Context: an optimization exercise on an open-source flow, tuned for small area, a short achievable clock period and few clock cycles per item. The choices shown serve that exercise and are no tape-out recipe.
Only simulation tests tie the RTL to the original design; equivalence was not proved.
No activity file was given, so power comes from the tool's default toggle rates.

### flow/run.sh
#!/bin/bash
# synth_recipe.tcl (not shown) runs the flow's synth.tcl, then flattens the netlist and writes it again
# the make line also repeats each setting of config.mk as NAME=value (left out here)
make -C /OpenROAD-flow-scripts/flow DESIGN_CONFIG=/design/flow/config.mk WORK_HOME=/design/flow/orfs CLKGATE_MAP_FILE= SYNTH_SCRIPT=/design/flow/synth_recipe.tcl finish
### flow/design.v
package cmru_pkg;
  localparam logic signed [13:0] CENTER_X_RST = 14'sd2048;
  localparam logic signed [13:0] CENTER_Y_RST = 14'sd1920;
  localparam logic [11:0]        RADIUS_RST   = 12'd2968;
endpackage
module cmru_ser_sqrt (
  input  logic               clk,
  input  logic [2:0]         op,
  input  logic signed [24:0] dval,    
  input  logic signed [24:0] hval,    
  input  logic [3:0]         o,
  output logic [7:0]         k,
  output logic               conv
);
  localparam logic [2:0] OP_HOLD = 3'd0;
  localparam logic [2:0] OP_CLR  = 3'd1;
  localparam logic [2:0] OP_HOR  = 3'd2;
  localparam logic [2:0] OP_OFS  = 3'd3;
  localparam logic [2:0] OP_MOVE = 3'd4;
  localparam logic [2:0] OP_STEP = 3'd5;
  logic signed [24:0] e_r, x, y, s1, s2;
  logic [7:0]         k_r;
  logic signed [24:0] m32;
  logic [7:0]         o2;
  assign o2 = {4'd0, o} * {4'd0, o};
  logic               up, dn, a_neg, b_neg;
  assign m32 = $signed({8'd0, k_r, o, 5'd0});
  always_comb begin
    case (op)
      OP_MOVE: x = dval;
      OP_STEP: x = e_r[24] ? (m32 + 25'sd256) : 25'sd0;
      OP_HOR:  x = e_r;
      OP_OFS:  x = $signed({17'd0, o2});
      default: x = 25'sd0;
    endcase
    y = (op == OP_HOR) ? hval : (25'sd256 - m32);
  end
  assign s1    = e_r + x;
  assign s2    = e_r + x + y;
  assign a_neg = s1[24];
  assign b_neg = s2[24];
  assign up    = (op == OP_STEP) && e_r[24];
  assign dn    = !up && !a_neg && (k_r != 8'd0) && !b_neg;
  assign conv  = !up && !a_neg && ((k_r == 8'd0) || b_neg);
  always_ff @(posedge clk) begin
    case (op)
      OP_CLR: begin
        e_r <= '0;
        k_r <= '0;
      end
      OP_HOR: e_r <= s2;
      OP_OFS: e_r <= s1;
      OP_MOVE, OP_STEP: begin
        e_r <= dn ? s2 : s1;
        if (up)      k_r <= k_r + 8'd1;
        else if (dn) k_r <= k_r - 8'd1;
      end
      default: begin
      end
    endcase
  end
  assign k = k_r;
endmodule
module circle_mask_rect_generator_unit (
  input  logic         clk,
  input  logic         rst_n,
  input  logic         in_valid,
  output logic         in_ready,
  input  logic [7:0]   in_row,
  output logic         out_valid,
  input  logic         out_ready,
  output logic [8:0]   out_x_left,
  output logic [7:0]   out_y_top,
  output logic [8:0]   out_x_right,
  output logic [7:0]   out_y_bottom,
  output logic         out_last_of_batch,
  input  logic         cfg_valid,
  output logic         cfg_ready,
  input  logic [1:0]   cfg_index,
  input  logic [13:0]  cfg_data
);
  localparam logic [2:0] OP_HOLD = 3'd0;
  localparam logic [2:0] OP_CLR  = 3'd1;
  localparam logic [2:0] OP_HOR  = 3'd2;
  localparam logic [2:0] OP_OFS  = 3'd3;
  localparam logic [2:0] OP_MOVE = 3'd4;
  localparam logic [2:0] OP_STEP = 3'd5;
  logic signed [13:0] cx_r, cy_r;
  logic [11:0]        rad_r;
  logic       r0_v;
  logic [7:0] y_r;
  logic       is0_r, inb_r, last_r;
  logic       bdone_r, rph_r;
  logic       tv_r;
  logic [7:0] ty_r;
  logic [1:0] tst_r;    
  logic [3:0] hcnt_r;
  logic       run_open_r;
  logic [7:0] run_t_r, run_b_r;
  logic [8:0] run_l_r, run_r_r;
  logic       p_v, p_e1, p_e2, p_band, p_last;
  logic [7:0] p_a, p_b;
  logic [8:0] p_l, p_r;
  logic               open_c, closed_c;
  logic signed [14:0] cy_e, r_e, lo_s, hi_s, lo_f, hi_f;
  logic [7:0]         top_c, bot_c;
  assign open_c   = (rad_r >= 12'd2968);
  assign closed_c = (rad_r == 12'd0);
  assign cy_e     = {cy_r[13], cy_r};
  assign r_e      = {3'b000, rad_r};
  assign lo_s     = cy_e - r_e;
  assign hi_s     = cy_e + r_e + 15'sd15;
  assign lo_f     = lo_s >>> 4;
  assign hi_f     = hi_s >>> 4;
  assign top_c    = lo_f[14] ? 8'd0 : (lo_f > 15'sd240) ? 8'd240 : lo_f[7:0];
  assign bot_c    = hi_f[14] ? 8'd0 : (hi_f > 15'sd240) ? 8'd240 : hi_f[7:0];
  logic in_inb, in_is0, in_last;
  assign in_is0  = (in_row == 8'd0);
  assign in_inb  = !open_c && !closed_c && (in_row >= top_c) && (in_row < bot_c);
  assign in_last = ({1'b0, in_row} + 9'd1 == {1'b0, bot_c});
  logic signed [14:0] dyt;
  logic [12:0]        dabs, rpd;
  logic signed [13:0] rmd;
  logic signed [24:0] d_up, d_dn, dval, hval;
  logic [3:0]         o_l, o_r;
  logic               same, nxt, prv, hbit;
  logic [2:0]         op;
  logic [7:0]         k_l, k_r;
  logic               conv_l, conv_r, tconv;
  assign dyt  = $signed({3'b000, ty_r, 4'b1000}) - cy_e;
  assign dabs = dyt[14] ? 13'(-dyt) : 13'(dyt);
  assign rpd  = {1'b0, rad_r} + dabs;
  assign rmd  = $signed({2'b00, rad_r}) - $signed({1'b0, dabs});
  assign d_up = $signed({{5{dyt[14]}}, dyt, 5'd0}) + 25'sd256;
  assign d_dn = 25'sd256 - $signed({{5{dyt[14]}}, dyt, 5'd0});
  assign same = tv_r && (ty_r == y_r);
  assign nxt  = tv_r && ({1'b0, ty_r} + 9'd1 == {1'b0, y_r});
  assign prv  = tv_r && ({1'b0, y_r} + 9'd1 == {1'b0, ty_r});
  assign dval = nxt ? d_up : d_dn;
  assign hbit = rmd[hcnt_r];
  assign hval = !hbit ? 25'sd0 :
                (hcnt_r == 4'd12) ? $signed({12'd0, rpd}) : -$signed({12'd0, rpd});
  assign o_l = cx_r[3:0];
  assign o_r = 4'(-cx_r[3:0]);
  always_comb begin
    op = OP_HOLD;
    if (r0_v && inb_r) begin
      if (tst_r == 2'd2)       op = OP_HOR;
      else if (tst_r == 2'd3)  op = OP_OFS;
      else if (same)           op = OP_STEP;
      else if (nxt || prv)     op = OP_MOVE;
      else                     op = OP_CLR;
    end
  end
  cmru_ser_sqrt u_trk_l (
    .clk (clk), .op (op), .dval (dval), .hval (hval), .o (o_l), .k (k_l), .conv (conv_l)
  );
  cmru_ser_sqrt u_trk_r (
    .clk (clk), .op (op), .dval (dval), .hval (hval), .o (o_r), .k (k_r), .conv (conv_r)
  );
  assign tconv = (op == OP_STEP || op == OP_MOVE) && conv_l && conv_r;
  always_ff @(posedge clk) begin
    if (!rst_n) begin
      tv_r  <= 1'b0;
      tst_r <= 2'd0;
    end else begin
      if (cfg_valid && cfg_index != 2'd3) tv_r <= 1'b0;
      case (op)
        OP_CLR: begin
          tv_r   <= 1'b0;
          tst_r  <= 2'd2;
        end
        OP_HOR: if (hcnt_r == 4'd0) tst_r <= 2'd3;
        OP_OFS: begin
          tst_r <= 2'd0;
          tv_r  <= 1'b1;
        end
        default: begin
        end
      endcase
    end
  end
  always_ff @(posedge clk) begin
    case (op)
      OP_CLR: begin
        ty_r   <= y_r;
        hcnt_r <= 4'd12;
      end
      OP_HOR:  hcnt_r <= hcnt_r - 4'd1;
      OP_MOVE: ty_r <= y_r;
      default: begin
      end
    endcase
  end
  logic signed [10:0] fl, ce, lxs, rxs;
  logic [8:0]         lx, rx;
  assign fl  = {cx_r[13], cx_r[13:4]};
  assign ce  = fl + {10'd0, (o_l != 4'd0)};
  assign lxs = fl - $signed({3'b000, k_l});
  assign rxs = ce + $signed({3'b000, k_r});
  assign lx  = lxs[10] ? 9'd0 : (lxs > 11'sd256) ? 9'd256 : lxs[8:0];
  assign rx  = rxs[10] ? 9'd0 : (rxs > 11'sd256) ? 9'd256 : rxs[8:0];
  logic       pfree, done, push;
  logic       ev_band, ev_e1, ev_e2, ev_last;
  logic [7:0] ev_a, ev_b;
  logic [8:0] ev_l, ev_r;
  logic       band_ex, fin_ex, ro, match, old_ex;
  logic       run_new, run_ext, run_drop, set_bdone, set_rph;
  assign pfree   = !p_v || (out_ready && !(p_e1 && p_e2));
  assign band_ex = closed_c || (top_c != 8'd0) || (bot_c != 8'd240);
  assign fin_ex  = last_r && ((lx != 9'd0) || (rx != 9'd256));
  assign ro      = run_open_r && !is0_r;
  assign match   = ro && (lx == run_l_r) && (rx == run_r_r);
  assign old_ex  = ro && !match && ((run_l_r != 9'd0) || (run_r_r != 9'd256));
  always_comb begin
    done      = 1'b0;
    push      = 1'b0;
    ev_band   = 1'b0;
    ev_a      = run_t_r;
    ev_b      = run_b_r;
    ev_l      = run_l_r;
    ev_r      = run_r_r;
    ev_e1     = (run_l_r != 9'd0);
    ev_e2     = (run_r_r != 9'd256);
    ev_last   = 1'b1;
    run_new   = 1'b0;
    run_ext   = 1'b0;
    run_drop  = 1'b0;
    set_bdone = 1'b0;
    set_rph   = 1'b0;
    if (r0_v) begin
      if (open_c) begin
        done     = 1'b1;
        run_drop = is0_r;
      end else if (!inb_r) begin
        if (is0_r && band_ex) begin
          ev_band = 1'b1;
          push    = pfree;
          done    = pfree;
        end else begin
          done = 1'b1;
        end
        run_drop = is0_r;
      end else if (tconv) begin
        if (is0_r && band_ex && !bdone_r) begin
          ev_band   = 1'b1;
          ev_last   = !fin_ex;
          push      = pfree;
          set_bdone = pfree;
        end else if (!rph_r) begin
          if (!old_ex || pfree) begin
            push    = old_ex;
            ev_last = !fin_ex;
            run_ext = match;
            run_new = !match;
            if (fin_ex)      set_rph  = 1'b1;
            else begin
              done     = 1'b1;
              run_drop = last_r;
            end
          end
        end else begin
          if (pfree) begin
            push     = 1'b1;
            done     = 1'b1;
            run_drop = 1'b1;
          end
        end
      end
    end
    if (ev_band) begin
      ev_a  = closed_c ? 8'd240 : top_c;
      ev_b  = bot_c;
      ev_l  = 9'd256;
      ev_r  = 9'd0;
      ev_e1 = closed_c || (top_c != 8'd0);
      ev_e2 = !closed_c && (bot_c != 8'd240);
    end
  end
  assign in_ready  = !r0_v || done;
  assign cfg_ready = 1'b1;
  always_ff @(posedge clk) begin
    if (!rst_n) begin
      cx_r       <= 14'sd2048;
      cy_r       <= 14'sd1920;
      rad_r      <= 12'd2968;
      r0_v       <= 1'b0;
      run_open_r <= 1'b0;
      p_v        <= 1'b0;
      bdone_r    <= 1'b0;
      rph_r      <= 1'b0;
    end else begin
      if (cfg_valid) begin
        case (cfg_index)
          2'd0: cx_r  <= $signed(cfg_data);
          2'd1: cy_r  <= $signed(cfg_data);
          2'd2: rad_r <= cfg_data[11:0];
          default: begin
          end
        endcase
      end
      if (in_ready) r0_v <= in_valid;
      if (done) begin
        bdone_r <= 1'b0;
        rph_r   <= 1'b0;
      end else begin
        if (set_bdone) bdone_r <= 1'b1;
        if (set_rph)   rph_r   <= 1'b1;
      end
      if (run_drop)     run_open_r <= 1'b0;
      else if (run_new) run_open_r <= 1'b1;
      if (push) begin
        p_v <= 1'b1;
      end else if (p_v && out_ready && !(p_e1 && p_e2)) begin
        p_v <= 1'b0;
      end
    end
  end
  always_ff @(posedge clk) begin
    if (in_ready && in_valid) begin
      y_r    <= in_row;
      is0_r  <= in_is0;
      inb_r  <= in_inb;
      last_r <= in_last;
    end
    if (run_new) begin
      run_t_r <= y_r;
      run_b_r <= y_r + 8'd1;
      run_l_r <= lx;
      run_r_r <= rx;
    end else if (run_ext) begin
      if (run_b_r != 8'd240) run_b_r <= run_b_r + 8'd1;
    end
    if (push) begin
      p_e1   <= ev_e1;
      p_e2   <= ev_e2;
      p_band <= ev_band;
      p_last <= ev_last;
      p_a    <= ev_a;
      p_b    <= ev_b;
      p_l    <= ev_l;
      p_r    <= ev_r;
    end else if (p_v && out_ready && p_e1 && p_e2) begin
      p_e1 <= 1'b0;
    end
  end
  assign out_valid         = p_v;
  assign out_x_left        = p_e1 ? 9'd0 : p_r;
  assign out_x_right       = p_e1 ? p_l : 9'd256;
  assign out_y_top         = p_band ? (p_e1 ? 8'd0 : p_b) : p_a;
  assign out_y_bottom      = p_band ? (p_e1 ? p_a : 8'd240) : p_b;
  assign out_last_of_batch = p_last && !(p_e1 && p_e2);
endmodule
### flow/config.mk
export PLATFORM = sky130hd
export DESIGN_NAME = circle_mask_rect_generator_unit
export DESIGN_NICKNAME = circle_mask_rect_generator_unit
export VERILOG_FILES = /design/flow/design.v
export SDC_FILE = /design/flow/constraint.sdc
export NUM_CORES = 4
export LEC_CHECK = 0
export CAP_MARGIN = 20
export CORE_MARGIN = 2
export CORE_UTILIZATION = 40
export SLEW_MARGIN = 20
### flow/constraint.sdc
create_clock -name core_clock -period 8.0 [get_ports {clk}]
set_input_delay 1.6000 -clock core_clock [delete_from_list [all_inputs] [get_ports {clk}]]
set_output_delay 1.6000 -clock core_clock [all_outputs]
set_load 0.01 [all_outputs]
==> summary.txt <==
GRT
  – Gr usage total: 27.4%
  – Largest net degree at the start of global routing: 60
  – Vias in the first global route: 24.4k
  – Initial antenna violation count: 0
  – Grt total ovfl: 0
  – Global-route wire length before repair: 133,000 um

Clock network
  – Clock Path Buffers: 3
  – CTS root buf: clkbuf_16
  – CTS H-tree depth: 1
  – Hold Buf Count CTS: 0
  – TritonCTS clock tree: built
  – Reg clk slew, reported paths: 60 ps
  – CTS sink count: 209
  – Worst skew pair latency: 610 ps
  – CTS Buf Count: 29

Routing
  – DRT antenna net count: 0
  – Routed wire length: 85,400 um
  – WL/cell: 19.6 um
  – Drc violations: 0
  – Via count: 24.6k
  – Via density: 5.66
  – Violation count after the first detailed-route iteration: 1,401
  – Drt first pass iters: 5

Pwr
  – Clock network fraction of design power: 31.1%
  – Internal power: 3.01 mW
  – Sequential Power Share: 26.8%
  – Maximum vdd ir drop: 0.000174 V
  – Static leakage: 14.3 nW
  – Switching share of power: 34.6%
  – Comb power frac: 42.2%
  – Total Power: 4.60 mW
  – Psw: 1.59 mW
  – Power density over the cells: 140 nW/um^2

Cells and area
  – Layout cells sized above 1: 27.7%
  – Area grow syn2layout: 39.0%
  – Final #Nets: 3,836
  – Ant diodes: 0

Min path
  – Cell depth of the worst min-delay path: 2
  – Hold WC Path Type: flip-flop to flip-flop

Worst setup path
  – Worst path required time: 6400 ps
  – Worst R2R Path Depth: 44
  – Slowest-stage cell, CP: or4_4
  – Critical path peak fanout: 4
  – Slowest stage delay, CP: 530 ps
  – Setup crit start kind: flip-flop
  – Crit path kind: flip-flop to output pin
  – CP endpoint kind: output pin
  – CP arrival: 8390 ps
  – Cell mode on critical path: buf_6

Yosys
  – Post-Syn Area: 23,700 um^2
  – Synth top area cells: edfxtp_1 (20%), ha_1 (13%), xnor2_1 (7.4%)
  – Yosys Warn Count: 2
  – Sequential area share after synthesis: 24.5%
  – Synth Area per Inst: 8.25 um^2
  – Most common flop cell mapped by yosys: edfxtp_1
  – Async S/R FF share, synth: 0%
  – Area leader, netlist: edfxtp_1
  – Post-synthesis cell type count: 101
  – Post-Syn Instances: 2,867
  – Seq cells post-synth: 209
  – Synth top area share: 20.4%
  – Mapped Nets: 3,148
  – Post-synth EDFFs: 161

Floorplanning
  – Die X: 247 um
  – Floorplan core area: 58,700 um^2
  – Die area: 61,100 um^2
  – Die H: 247 um
  – Ports: 67
  – Number of core rows: 89
  – Initial Util: 40.3%

Timing
  – Unrepaired setup endpoints after global routing: yes
  – # setup viols final: 199
  – Slew headroom: 35.2%
  – Setup_tns: -141,550 ps
  – Final hold violations: 0
  – Fin crit period: 9990 ps
  – Final worst-path cycle share: 125%
  – Max Fclk: 0.100 GHz
  – Clk_skew: 23.7 ps
  – Max Slew Vio Count: 0
  – Min setup slack post-route: -1990 ps
  – Slew @ Worst Pin: 948 ps

Run
  – Max-Cap Viols: 0

Outcome
  – Status: finished with violations
  – Failed Checks: setup timing

Placement
  – GPL Wtd Cong: 0.963
  – HPWL after DPL: 66,900 um
  – Port bufs: 65
## worst max-delay path, delay by kind of cell, from the launching register on
| kind | cells | cell delay (ps) |
|---|---|---|
| flops | 1 | 440 |
| mux | 3 | 810 |
| xor+xnor | 1 | 210 |
| compound gates | 15 | 2750 |
| fa+ha+maj | 3 | 850 |
| buf+inv | 7 | 900 |
| simple gates | 8 | 1850 |
## worst paths after layout
kind / start / to / slack (ps)
setup reg to reg: ty_r[0]$_DFFE_PP_ / run_b_r[6]$_DFFE_PP_ / -1200
setup / recovery: ty_r[0]$_DFFE_PP_ / in_ready / -1990
hold reg to reg: cx_r[4]$_SDFFE_PN0P_ / cx_r[4]$_SDFFE_PN0P_ / 460
hold / removal: cx_r[4]$_SDFFE_PN0P_ / cx_r[4]$_SDFFE_PN0P_ / 460
## Yosys cell counts, drive strengths merged (79+ instances only)
cell,instances
a21oi,201
o21ai,121
nand3,79
mux2i,106
nor2,207
edfxtp,161
xnor2,202
clkbuf,87
nand2,279
ha,239
inv,188
nor3,81
## cell usage in the layout, fill, tap and decap left out, types with 35 or more instances in the layout
master / n
buf_4: 637
nand2_1: 270
ha_1: 226
nor2_1: 197
xnor2_1: 193
a21oi_1: 187
inv_1: 182
edfxtp_1: 161
mux2i_1: 104
o21ai_0: 91
nand3_1: 73
xor2_1: 73
nor3_1: 68
clkdlybuf4s50_1: 64
o22ai_1: 55
a21o_1: 54
dfxtp_1: 45
and2_1: 42
nand2b_1: 42
buf_6: 38
nor2b_1: 35
o21a_1: 35
## flip-flops by register name, summed over array words and instances (netlist names), 9 cells and up
| name | cells |
|---|---|
| cx_r | 14 |
| cy_r | 14 |
| p_l | 9 |
| p_r | 9 |
| rad_r | 12 |
| run_l_r | 9 |
| run_r_r | 9 |
| u_trk_l.e_r | 25 |
| u_trk_r.e_r | 25 |
## layer usage
layer / global-route usage, % / up-vias / wire length (um)
li1: - / 11838 / -
met1: 34.8 / 11867 / 37000
met2: 47.0 / 728 / 40400
met3: 2.79 / 191 / 4240
met4: 11.4 / 0 / 3850
met5: 0 / - / 0
## power groups by stage
stage                     registers [mW]  clock network [mW]  logic [mW]
after global routing                1.23                1.48        2.10
after global placement              1.25                   0        1.64
after floorplan                     1.24                   0        1.01
after detailed placement            1.25                   0        1.67
after CTS                           1.23                1.44        1.81
final                               1.23                1.43        1.94
## timing repair
action / in CTS / in global routing
buffers inserted: 51 / 33
gates cloned: 5 / 4
gates resized for setup: 156 / 108
pin swaps: 83 / 82
setup endpoints to repair: 201 / 201
hold endpoints to repair: 0 / 0
## cells by family (layout without fill, tap and decap cells)
logic type	count (synthesis)	count (layout)	share of synthesized area, %
AOI/OAI and AO/OA	745	745	20.9
xor gates and xnor gates	277	277	10.3
adders and majority gates	253	253	13.8
buffers and inverters	300	1010	4.98
DFF	209	209	24.5
muxes	120	120	5.17
other	1	1	0.0159
and+or+nand+nor	962	963	20.4
## stage by stage
step	area, um^2	instances	util, %	setup WS [ps]	hold WS (ps)
finish	32900	4351	56.0	-1990	461
global placement	30000	4215	51.2	-2040	454
detailed placement	30000	4215	51.2	-2220	460
floorplan	24200	2867	-	-1120	436
global route	32900	4351	56.0	-2290	503
CTS	32200	4320	54.8	-1850	467
## final cells by class
type / instances / area [um^2]
clock inverter: 13 / 206
inverter: 192 / 736
timing repair buffer: 764 / 6330
clock buffer: 41 / 821
multi-input combinational: 2359 / 18000
fill: 5224 / 25800
sequential: 209 / 5800
tap: 773 / 967
Testbench counts, summed over its fixed seeds: cycles 20,644, rows 11,528.

[what the ideal ports hide]
How much do the figures lean on ideal ports? The routed layout below was timed once more, with nothing changed but the port constraints.
Step 1, drivers: a clkbuf_16 drives clk and a buf_2 each remaining input, both assumed.
Step 2 adds t to the input delays and takes it off the output delays; t is the mean of the earliest and latest rising clock arrival at the registers after step 1. Input paths then give back, and output paths get back, about the clock's delay inside the block.
Slacks: ideal / step 1 / step 2; pairs: ideal / step 1.
t, ns: 0.661
slack for setup (ns): -1.991 / -2.052 / -1.391
worst data-port slew with drivers (ns): 0.07
The setup slack of this run moves by -0.061 ns with the drivers and by +0.600 ns with both steps.
